Background: an optimization exercise with open tools, aiming at small area and a short achievable clock period. Do not read the settings as production practice.
At most, simulation tests tie the RTL to the original design; equivalence was not proved.

==> trial 30 <==
==> flow/design.v (excerpt) <==
module conv3x3_mac
(
    input  logic                             clk,
    input  logic                             reset,
    input  logic                             conv_en,
    input  logic [9*16-1:0] filter_taps,
    input  logic [9*16-1:0] window_taps,
    output logic [16-1:0]           out_data,
    output logic                             out_we
);
    logic [143:0] f_q;
    logic [3:0] vld;
    logic [396:0] r2_q;
    logic [88:0] r3_q;
    logic [34:0] sum_a, sum_b;
    logic [7:0] one_0, two_0, neg_0;
    logic [7:0] one_d0, two_d0, neg_d0;
    logic [7:0] one_1, two_1, neg_1;
    logic [7:0] one_d1, two_d1, neg_d1;
    logic [7:0] one_2, two_2, neg_2;
    logic [7:0] one_d2, two_d2, neg_d2;
    logic [7:0] one_3, two_3, neg_3;
    logic [7:0] one_d3, two_d3, neg_d3;
    logic [7:0] one_4, two_4, neg_4;
    logic [7:0] one_d4, two_d4, neg_d4;
    logic [7:0] one_5, two_5, neg_5;
    logic [7:0] one_d5, two_d5, neg_d5;
    logic [7:0] one_6, two_6, neg_6;
    logic [7:0] one_d6, two_d6, neg_d6;
    logic [7:0] one_7, two_7, neg_7;
    logic [7:0] one_d7, two_d7, neg_d7;
    logic [7:0] one_8, two_8, neg_8;
    logic [7:0] one_d8, two_d8, neg_d8;
    logic [16:0] pp_0_0;
    logic [16:0] pp_0_1;
    logic [16:0] pp_0_2;
    logic [16:0] pp_0_3;
    logic [16:0] pp_0_4;
    logic [16:0] pp_0_5;
  ...
Settings: LEC_CHECK=0, ABC_AREA=1, CAP_MARGIN=20, CORE_MARGIN=2, CORE_UTILIZATION=55, SETUP_SLACK_MARGIN=5, SLEW_MARGIN=60, SYNTH_HIERARCHICAL=1; clock period 8.5 ns.
standard.sh (not shown) runs the stock make flow with config.mk's settings and CLKGATE_MAP_FILE= SYNTH_SCRIPT=/design/flow/synth_recipe.tcl, a recipe that flattens the netlist after the stock synthesis.
==> flow/flow/run.sh <==
#!/bin/bash
# Layout flow: the standard ORFS flow (standard synthesis unchanged),
# except that buffer_ports makes the input and output port buffers from the
# smallest buffer, sky130_fd_sc_hd__buf_1, which the resizer may still size
# up where timing needs it. Each ORFS step keeps its own log under
# orfs/logs/; make's own output goes to flow_make.log here.
set -euo pipefail
bash standard.sh BUFFER_PORTS_ARGS="-buffer_cell sky130_fd_sc_hd__buf_1" finish > flow_make.log 2>&1
==> trial 10: changes against trial 30 <==
--- a/flow/design.v
+++ b/flow/design.v
@@ -62,17 +62,17 @@
     input  logic                             reset,
     input  logic                             conv_en,
     input  logic [9*16-1:0] filter_taps,
     input  logic [9*16-1:0] window_taps,
     output logic [16-1:0]           out_data,
     output logic                             out_we
 );
     logic [143:0] f_q;
-    logic [3:0] vld;
+    logic [4:0] vld;
     logic [396:0] r2_q;
     logic [88:0] r3_q;
     logic [34:0] sum_a, sum_b;
     logic [7:0] one_0, two_0, neg_0;
     logic [7:0] one_d0, two_d0, neg_d0;
     logic [7:0] one_1, two_1, neg_1;
     logic [7:0] one_d1, two_d1, neg_d1;
     logic [7:0] one_2, two_2, neg_2;
@@ -1440,19 +1440,19 @@
         two_8 <= two_d8;
         neg_8 <= neg_d8;
     end
     always_ff @(posedge clk)
     begin
         if (reset)
             vld <= '0;
         else
-            vld <= {vld[2:0], conv_en};
+            vld <= {vld[3:0], conv_en};
     end
-    assign out_we = vld[3];
+    assign out_we = vld[4];
     booth_encode u_booth_0 (.b(window_taps[0 +: 16]), .one(one_d0), .two(two_d0), .neg(neg_d0));
     booth_encode u_booth_1 (.b(window_taps[16 +: 16]), .one(one_d1), .two(two_d1), .neg(neg_d1));
     booth_encode u_booth_2 (.b(window_taps[32 +: 16]), .one(one_d2), .two(two_d2), .neg(neg_d2));
     booth_encode u_booth_3 (.b(window_taps[48 +: 16]), .one(one_d3), .two(two_d3), .neg(neg_d3));
     booth_encode u_booth_4 (.b(window_taps[64 +: 16]), .one(one_d4), .two(two_d4), .neg(neg_d4));
     booth_encode u_booth_5 (.b(window_taps[80 +: 16]), .one(one_d5), .two(two_d5), .neg(neg_d5));
     booth_encode u_booth_6 (.b(window_taps[96 +: 16]), .one(one_d6), .two(two_d6), .neg(neg_d6));
     booth_encode u_booth_7 (.b(window_taps[112 +: 16]), .one(one_d7), .two(two_d7), .neg(neg_d7));
@@ -3284,18 +3284,21 @@
         r3_q[82] <= fc1231;
         r3_q[83] <= fc1241;
         r3_q[84] <= fs1245;
         r3_q[85] <= fs1247;
         r3_q[86] <= fc1245;
         r3_q[87] <= fc1246;
         r3_q[88] <= fc1247;
     end
-    assign sum_a = {1'b1, r3_q[87], r3_q[85], r3_q[83], r3_q[81], r3_q[79], r3_q[78], fc1177, fc1149, fc1118, fc1081, fs1081, fc995, fc946, fc891, fc833, fc769, fs769, fc631, fc560, fc489, fs488, fs427, fc312, r3_q[77], r3_q[75], r3_q[73], r3_q[71], r3_q[69], r3_q[67], r3_q[65], r3_q[63], r3_q[61], r3_q[59], r3_q[57]};
-    assign sum_b = {1'b0, r3_q[88], r3_q[86], r3_q[84], r3_q[82], r3_q[80], fc1199, fs1199, fs1177, fs1149, fs1118, fc1041, fs1041, fs995, fs946, fs891, fs833, fc702, fs702, fs631, fs560, fs489, fs426, fs365, fs312, r3_q[76], r3_q[74], r3_q[72], r3_q[70], r3_q[68], r3_q[66], r3_q[64], r3_q[62], r3_q[60], r3_q[58]};
+    always_ff @(posedge clk)
+    begin
+        sum_a <= {1'b1, r3_q[87], r3_q[85], r3_q[83], r3_q[81], r3_q[79], r3_q[78], fc1177, fc1149, fc1118, fc1081, fs1081, fc995, fc946, fc891, fc833, fc769, fs769, fc631, fc560, fc489, fs488, fs427, fc312, r3_q[77], r3_q[75], r3_q[73], r3_q[71], r3_q[69], r3_q[67], r3_q[65], r3_q[63], r3_q[61], r3_q[59], r3_q[57]};
+        sum_b <= {1'b0, r3_q[88], r3_q[86], r3_q[84], r3_q[82], r3_q[80], fc1199, fs1199, fs1177, fs1149, fs1118, fc1041, fs1041, fs995, fs946, fs891, fs833, fc702, fs702, fs631, fs560, fs489, fs426, fs365, fs312, r3_q[76], r3_q[74], r3_q[72], r3_q[70], r3_q[68], r3_q[66], r3_q[64], r3_q[62], r3_q[60], r3_q[58]};
+    end
     logic [34:0] acc;
     logic [15:0] clamped;
     assign acc = sum_a + sum_b;
     result_saturate #(.SUM_W(35)) u_saturate (
         .sum     (acc),
         .clamped (clamped)
     );
     always_ff @(posedge clk)
Settings changed: SLEW_MARGIN 60 to 20.
==> build 7: changes against trial 30 <==
Settings changed: SLEW_MARGIN 60 to 20.
==> notes <==
- Sequential share of layout area: trial 10 > build 7 > trial 30.
- Between trial 30 and build 7, the lower utilization is in build 7 (gap 0.11 points).
Only the layout flow was run in trial 10; the RTL was not checked for function there.

## port drivers added, routing unchanged
The results above use ideal ports. As a check the final layouts listed here were re-extracted and re-timed, cells and wires unchanged. Step 1 (the two cells are an assumption about what drives the block):
set clk [get_ports {clk}]
set_driving_cell -lib_cell sky130_fd_sc_hd__clkbuf_16 $clk
set_driving_cell -lib_cell sky130_fd_sc_hd__buf_2 [delete_from_list [all_inputs] $clk]
Step 2 moves the port delays by t, midway between the first and last clock arrival at a register: inputs arrive t later, outputs are due t later. That takes back most of the time a late clock gives input paths. Slacks: ideal / step 1 / step 2; pairs: ideal / step 1.
| run | shift t [ns] | setup WS [ns] | hold WS [ns] |
|---|---|---|---|
| trial 30 | 0.822 | 4.981 / 4.981 / 4.981 | 0.324 / 0.324 / 0.324 |
| trial 10 | 0.830 | 4.985 / 4.985 / 4.985 | 0.327 / 0.327 / 0.327 |
| build 7 | 0.802 | 4.983 / 4.983 / 4.983 | 0.328 / 0.328 / 0.328 |
After both steps setup and hold are still met in every run listed.
